What follows belongs to an exercise in optimizing a design on an open flow for small area, a short achievable clock period and few clock cycles per item; a production flow would make more cautious choices. Where RTL was checked, it was by simulation tests only, not by an equivalence proof against the original. Power and IR drop assume default switching activity.

==> flow/design.v <==
module wg_rc_counter #(
  parameter int ROWS = 8,
  parameter int COLS = 10
) (
  input  logic                    clk,
  input  logic                    rst_n,
  input  logic                    i_clr,
  input  logic                    i_en,
  output logic [$clog2(ROWS)-1:0] o_row,
  output logic [$clog2(COLS)-1:0] o_col,
  output logic                    o_last
);
  localparam int RW = $clog2(ROWS);
  localparam int CW = $clog2(COLS);
  localparam logic [RW-1:0] ROW_MAX = RW'(ROWS - 1);
  localparam logic [CW-1:0] COL_MAX = CW'(COLS - 1);
  logic [RW-1:0] r_row;
  logic [CW-1:0] r_col;
  always_ff @(posedge clk or negedge rst_n) begin
    if (!rst_n) begin
      r_row <= '0;
      r_col <= '0;
    end else if (i_clr) begin
      r_row <= '0;
      r_col <= '0;
    end else if (i_en) begin
      if (r_col != COL_MAX) begin
        r_col <= r_col + 1'b1;
      end else begin
        r_col <= '0;
        r_row <= (r_row == ROW_MAX) ? '0 : r_row + 1'b1;
      end
    end
  end
  assign o_row  = r_row;
  assign o_col  = r_col;
  assign o_last = (r_row == ROW_MAX) && (r_col == COL_MAX);
endmodule
module winograd_tile_serializer #(
  parameter int ROWS   = 8,
  parameter int COLS   = 10,
  parameter int DATA_W = 16
) (
  input  logic                         clk,
  input  logic                         rst_n,
  input  logic                         tile_valid,
  output logic                         tile_ready,
  input  logic [ROWS*COLS*DATA_W-1:0]  tile_data,
  output logic                         out_valid,
  input  logic                         out_ready,
  output logic [DATA_W-1:0]            out_data,
  output logic [$clog2(ROWS)-1:0]      out_row,
  output logic [$clog2(COLS)-1:0]      out_col,
  output logic                         out_last,
  output logic                         busy
);
  localparam int RW = $clog2(ROWS);
  localparam int CW = $clog2(COLS);
  logic [ROWS-1:0][COLS-1:0][DATA_W-1:0] r_hold;
  logic            r_free;
  logic            r_rdy_n;
  logic [ROWS-1:0] r_rsel;
  logic [COLS-1:0] r_csel;
  logic              r_valid;
  logic [DATA_W-1:0] r_data;
  logic [RW-1:0]     r_row;
  logic [CW-1:0]     r_col;
  logic              r_last;
  logic              w_accept;
  logic              w_adv;
  logic              w_ptr_last;
  logic [RW-1:0]     w_row_bin;
  logic [CW-1:0]     w_col_bin;
  logic [DATA_W-1:0] w_rd;
  logic [DATA_W-1:0][ROWS-1:0] w_rowv;
  assign w_accept   = tile_valid && r_free;
  assign w_adv      = !r_valid || out_ready;
  assign w_ptr_last = r_rsel[ROWS-1] && r_csel[COLS-1];
  always_comb begin
    w_row_bin = '0;
    w_col_bin = '0;
    for (int r = 0; r < ROWS; r++) if (r_rsel[r]) w_row_bin = w_row_bin | RW'(r);
    for (int c = 0; c < COLS; c++) if (r_csel[c]) w_col_bin = w_col_bin | CW'(c);
  end
  for (genvar b = 0; b < DATA_W; b++) begin : g_bit
    for (genvar r = 0; r < ROWS; r++) begin : g_row
      logic [COLS-1:0] w_d;
      for (genvar c = 0; c < COLS; c++) begin : g_col
        assign w_d[c] = r_hold[r][c][b];
      end
      wg_and_or #(.N(COLS)) u_cmux (.i_sel(r_csel), .i_d(w_d), .o_y(w_rowv[b][r]));
    end
    wg_and_or2 #(.N(ROWS)) u_rmux (.i_sel(r_rsel), .i_d(w_rowv[b]), .o_y(w_rd[b]));
  end
  always_ff @(posedge clk) begin
    if (r_free) begin
      r_hold <= tile_data;
    end
  end
  always_ff @(posedge clk or negedge rst_n) begin
    if (!rst_n) begin
      r_free  <= 1'b1;
      r_rdy_n <= 1'b0;
      r_valid <= 1'b0;
    end else begin
      if (w_adv) begin
        if (!r_free) begin
          r_valid <= 1'b1;
          if (w_ptr_last) begin
            r_free <= 1'b1;
            r_rdy_n <= 1'b0;
          end
        end else if (tile_valid) begin
          r_valid <= 1'b1;
          r_free  <= 1'b0;
          r_rdy_n <= 1'b1;
        end else begin
          r_valid <= 1'b0;
        end
      end else if (w_accept) begin
        r_free <= 1'b0;
        r_rdy_n <= 1'b1;
      end
    end
  end
  always_ff @(posedge clk) begin
    if (w_adv) begin
      if (!r_free) begin
        r_data <= w_rd;
        r_row  <= w_row_bin;
        r_col  <= w_col_bin;
        r_last <= w_ptr_last;
        if (r_csel[COLS-1]) begin
          r_csel <= COLS'(1);
          r_rsel <= {r_rsel[ROWS-2:0], r_rsel[ROWS-1]};
        end else begin
          r_csel <= {r_csel[COLS-2:0], 1'b0};
        end
      end else begin
        r_data <= tile_data[DATA_W-1:0];
        r_row  <= '0;
        r_col  <= '0;
        r_last <= 1'b0;
        r_rsel <= ROWS'(1);
        r_csel <= COLS'(2);
      end
    end else if (w_accept) begin
      r_rsel <= ROWS'(1);
      r_csel <= COLS'(1);
    end
  end
  assign tile_ready = !r_rdy_n;
  assign out_valid  = r_valid;
  assign busy       = r_valid;
  assign out_data   = r_data;
  assign out_row    = r_row;
  assign out_col    = r_col;
  assign out_last   = r_last;
endmodule
module wg_and_or #(
  parameter int N = 8
) (
  input  logic [N-1:0] i_sel,
  input  logic [N-1:0] i_d,
  output logic         o_y
);
  localparam int N3 = N / 3;
  localparam int N1 = N - 3 * N3;
  logic [N3+N1-1:0] w_n;
  for (genvar g = 0; g < N3; g++) begin : g_aoi3
    wg_aoi3 u_aoi (.i_s(i_sel[3*g +: 3]), .i_d(i_d[3*g +: 3]), .o_n(w_n[g]));
  end
  for (genvar g = 0; g < N1; g++) begin : g_nand
    wg_nand2 u_nand (.i_s(i_sel[3*N3+g]), .i_d(i_d[3*N3+g]), .o_n(w_n[N3+g]));
  end
  assign o_y = ~&w_n;
endmodule
module wg_aoi3 (
  input  logic [2:0] i_s,
  input  logic [2:0] i_d,
  output logic       o_n
);
  assign o_n = ~|(i_s & i_d);
endmodule
module wg_and_or2 #(
  parameter int N = 8
) (
  input  logic [N-1:0] i_sel,
  input  logic [N-1:0] i_d,
  output logic         o_y
);
  logic [N/2-1:0] w_n;
  for (genvar g = 0; g < N/2; g++) begin : g_aoi2
    wg_aoi2 u_aoi (.i_s(i_sel[2*g +: 2]), .i_d(i_d[2*g +: 2]), .o_n(w_n[g]));
  end
  assign o_y = ~&w_n;
endmodule
module wg_aoi2 (
  input  logic [1:0] i_s,
  input  logic [1:0] i_d,
  output logic       o_n
);
  assign o_n = ~|(i_s & i_d);
endmodule
module wg_nand2 (
  input  logic i_s,
  input  logic i_d,
  output logic o_n
);
  assign o_n = ~(i_s & i_d);
endmodule
export LEC_CHECK = 0
export CAP_MARGIN = 20
export CORE_AREA = 10 10 330 330
export CTS_BUF_LIST = sky130_fd_sc_hd__clkbuf_8 sky130_fd_sc_hd__clkbuf_16
export CTS_CLUSTER_DIAMETER = 100
export CTS_CLUSTER_SIZE = 25
export DIE_AREA = 0 0 340 340
export SETUP_SLACK_MARGIN = 4.4
export SLEW_MARGIN = 20
export SYNTH_HIERARCHICAL = 1
export SYNTH_MINIMUM_KEEP_SIZE = 0
export TNS_END_PERCENT = 20
create_clock -name core_clock -period 7.0 [get_ports {clk}]
standard.sh (not shown) runs the stock make flow with config.mk's settings and CLKGATE_MAP_FILE= SYNTH_SCRIPT=/design/flow/synth_recipe.tcl, a recipe that flattens the netlist after the stock synthesis.
==> flow/flow/run.sh <==
#!/bin/bash
# The standard layout, with plain buf_1 cells as the port buffers and pins
# allowed on neighbouring routing tracks, so that a compact die fits them.
set -euo pipefail
bash standard.sh BUFFER_PORTS_ARGS="-buffer_cell sky130_fd_sc_hd__buf_1" \
  PLACE_PINS_ARGS="-min_distance 1 -min_distance_in_tracks" finish > standard_flow.log 2>&1
Testbench counts at the start, summed over its fixed seeds: cycles 15,368, items 15,360.
Change:
- CORE_AREA: 10 10 330 330 -> 10 10 310 310
- CTS_CLUSTER_SIZE: 25 -> 30
- DIE_AREA: 0 0 340 340 -> 0 0 320 320
- SETUP_SLACK_MARGIN: 4.4 -> 4.5
- TNS_END_PERCENT: 20 -> 100
Via count rose by 3.0%.
Clock skew drops by 0.0082 ns.
Hold slack improves by 0.043 ns.
Cell area hardly moves.
Wire length grows by 4.9%.
Synthesized area stays the same.
Clock power decreases by 7.1%.
Final cell count shrinks by 3.3%.
Die area went down by 11%.
Change:
- CTS_CLUSTER_SIZE: 30 -> 25
- SETUP_SLACK_MARGIN: 4.5 -> 4.4
- TNS_END_PERCENT: 100 -> 20
Result: The new run finished with timing, DRC and antenna clean; routed wire length falls by 1.3%; via count went down by 0.43%; core utilization goes down by 0.30 points; global-route usage is about the same.

========
the reference run:
winograd_tile_serializer, a different RTL version from the one above (not shown whole).
Size in the first run: ~2200 cells after synthesis, roughly 1300 flip-flops.
Settings: LEC_CHECK=0, CAP_MARGIN=20, CORE_AREA=5 5 305 305, DIE_AREA=0 0 310 310, SETUP_SLACK_MARGIN=3.0, SLEW_MARGIN=20, SYNTH_HIERARCHICAL=1, SYNTH_MINIMUM_KEEP_SIZE=0, TNS_END_PERCENT=20; clock period 7.0 ns.
==> flow/flow/run.sh <==
#!/bin/bash
# The standard layout, with plain buf_1 cells as the port buffers.
set -euo pipefail
bash standard.sh BUFFER_PORTS_ARGS="-buffer_cell sky130_fd_sc_hd__buf_1" finish > standard_flow.log 2>&1
In the summary table, the reference run is marked failed, with error PPL-0024 raised in I/O pin placement.
## Diff of input files: the trial run against the reference run
# the reference run
export LEC_CHECK = 0
export CAP_MARGIN = 20
export CORE_AREA = 5 5 305 305
export DIE_AREA = 0 0 310 310
export SETUP_SLACK_MARGIN = 3.0
export SLEW_MARGIN = 20
export SYNTH_HIERARCHICAL = 1
export SYNTH_MINIMUM_KEEP_SIZE = 0
export TNS_END_PERCENT = 20
create_clock -name core_clock -period 7.0 [get_ports {clk}]
# the trial run
export LEC_CHECK = 0
export CAP_MARGIN = 20
export CORE_AREA = 10 10 450 450
export DIE_AREA = 0 0 460 460
export SETUP_SLACK_MARGIN = 3.0
export SLEW_MARGIN = 20
export SYNTH_HIERARCHICAL = 1
export SYNTH_MINIMUM_KEEP_SIZE = 0
export TNS_END_PERCENT = 20
create_clock -name core_clock -period 7.0 [get_ports {clk}]
Results
The trial run: full flow OK, the timing, DRC and antenna checks passed
Diff the reference run..the trial run | flop and latch count out of synthesis | unchanged
The trial run against the reference run: site row count went up by about 46%, area after synthesis was more or less identical, floorplan die width went up by about 50%, mux cell area share after synthesis was more or less identical.
Diff the reference run..the trial run | area fraction in compound gates after synthesis | unchanged
Compared the trial run against the reference run; total nets after synthesis within noise.
[the trial run vs the reference run] vertical die dimension: higher in the trial run
Diff the trial run and the reference run: initial core utilization higher in the reference run
Diff the reference run..the trial run | synthesized netlist cell count | unchanged
The trial run -> the reference run: number of enable flip-flop cells after synthesis delta 0, exact match
No run of this note included a check of the RTL's function; only the layout flow was run.

========
winograd_tile_serializer, a different RTL version from the one above (not shown whole).
Size in the first run: about 2100 cells after synthesis, about 1300 flip-flops, ~0.046 mm² of cells after synthesis.
clock: 7.0 ns
lec_check: 0
cap_margin: 20
core_area: 10 10 450 450
die_area: 0 0 460 460
setup_slack_margin: 4.4
slew_margin: 20
synth_hierarchical: 1
synth_minimum_keep_size: 0
tns_end_percent: 20
Scripts as last shown in full above: flow/flow/run.sh
==> next run, changes <==
SETUP_SLACK_MARGIN = 3.0   (was 4.4)
=> The new run finished with timing, DRC and antenna clean. Worst hold slack barely changes. Cell count shrinks slightly. Synthesized area stays the same. Via count shrinks by a few percent. Sequential share of layout area grows by 3.2 points.
No functional check of the RTL was part of any run of this note.

========
Another version of the RTL of winograd_tile_serializer (not shown whole).
Size in the first run: about 2,100 cells after synthesis, roughly 1,300 I/O pins, about 46,000 sq um of cells after synthesis.
Settings: LEC_CHECK=0, CAP_MARGIN=20, CORE_AREA=6 6 294 294, CTS_BUF_LIST=sky130_fd_sc_hd__clkbuf_8 sky130_fd_sc_hd__clkbuf_16, CTS_CLUSTER_DIAMETER=100, CTS_CLUSTER_SIZE=25, DIE_AREA=0 0 300 300, SETUP_SLACK_MARGIN=4.4, SLEW_MARGIN=20, SYNTH_HIERARCHICAL=1, SYNTH_MINIMUM_KEEP_SIZE=0, TNS_END_PERCENT=20; clock period 7.0 ns.
==> flow/flow/run.sh <==
#!/bin/bash
# The standard layout, with plain buf_1 cells as the port buffers and pins
# allowed on neighbouring routing tracks, so that a compact die fits them.
set -euo pipefail
bash standard.sh BUFFER_PORTS_ARGS="-buffer_cell sky130_fd_sc_hd__buf_1" \
  PLACE_PINS_ARGS="-min_distance 1 -min_distance_in_tracks" finish > standard_flow.log 2>&1
Testbench counts at the start, summed over its fixed seeds: cycles 15,368, items 15,360.
Next try:
--- a/flow/config.mk
+++ b/flow/config.mk
@@ -8,3 +8,3 @@
 export CAP_MARGIN = 20
-export CORE_AREA = 6 6 294 294
+export CORE_AREA = 10 10 310 310
 export CTS_BUF_LIST = sky130_fd_sc_hd__clkbuf_8 sky130_fd_sc_hd__clkbuf_16
@@ -12,3 +12,3 @@
 export CTS_CLUSTER_SIZE = 25
-export DIE_AREA = 0 0 300 300
+export DIE_AREA = 0 0 320 320
 export SETUP_SLACK_MARGIN = 4.4
=>
- The new run completed with no timing, DRC or antenna violations
- synthesized cell count does not change
- via count is about the same
- setup slack gets better by 0.19 ns
- hold slack gets better by 0.011 ns
- critical path depth came out higher by 2
- flip-flop and latch count does not change
- final area came out higher slightly
- die area came out higher by roughly a tenth
- register-to-register slack gets better by 0.19 ns
- wire length came out higher by a few percent
- power came out higher slightly

[separate check: timing with driven ports]
No port has a modelled driver above. Below, the same layouts with a new extraction and two added sets of constraints.
Step 1, drivers: a clkbuf_16 drives clk and a buf_2 each remaining input, both assumed.
Step 2 moves the port delays by t, midway between the first and last clock arrival at a register: inputs arrive t later, outputs are due t later. That takes back most of the time a late clock gives input paths.
Slacks: ideal ports / drivers / drivers and shift; pairs: ideal ports / drivers.
| run | t, ns | slack for setup (ns) | hold WS [ns] |
|---|---|---|---|
| the first run of note 1 | 0.766 | 4.186 / 4.115 / 3.773 | 0.494 / 0.532 / 0.545 |
| the second run of note 1 | 0.722 | 4.320 / 4.250 / 4.156 | 0.538 / 0.573 / 0.728 |
| the third run of note 1 | 0.738 | 4.307 / 4.236 / 4.175 | 0.528 / 0.568 / 0.625 |
| the trial run | 0.857 | 3.588 / 3.551 / 3.588 | 0.380 / 0.407 / 0.818 |
| the first run of note 3 | 0.869 | 3.826 / 3.826 / 3.523 | 0.436 / 0.373 / 0.820 |
| the second run of note 3 | 0.858 | 3.183 / 3.183 / 3.183 | 0.437 / 0.375 / 0.817 |
| the first run of note 4 | 0.750 | 3.928 / 3.928 / 3.877 | 0.469 / 0.469 / 0.469 |
| the second run of note 4 | 0.746 | 4.123 / 4.123 / 3.810 | 0.480 / 0.480 / 0.480 |
After both steps every run listed still meets setup and hold. The setup slack of the first run of note 1, which loses most, moves by -0.071 ns with the drivers and by -0.413 ns with both steps.
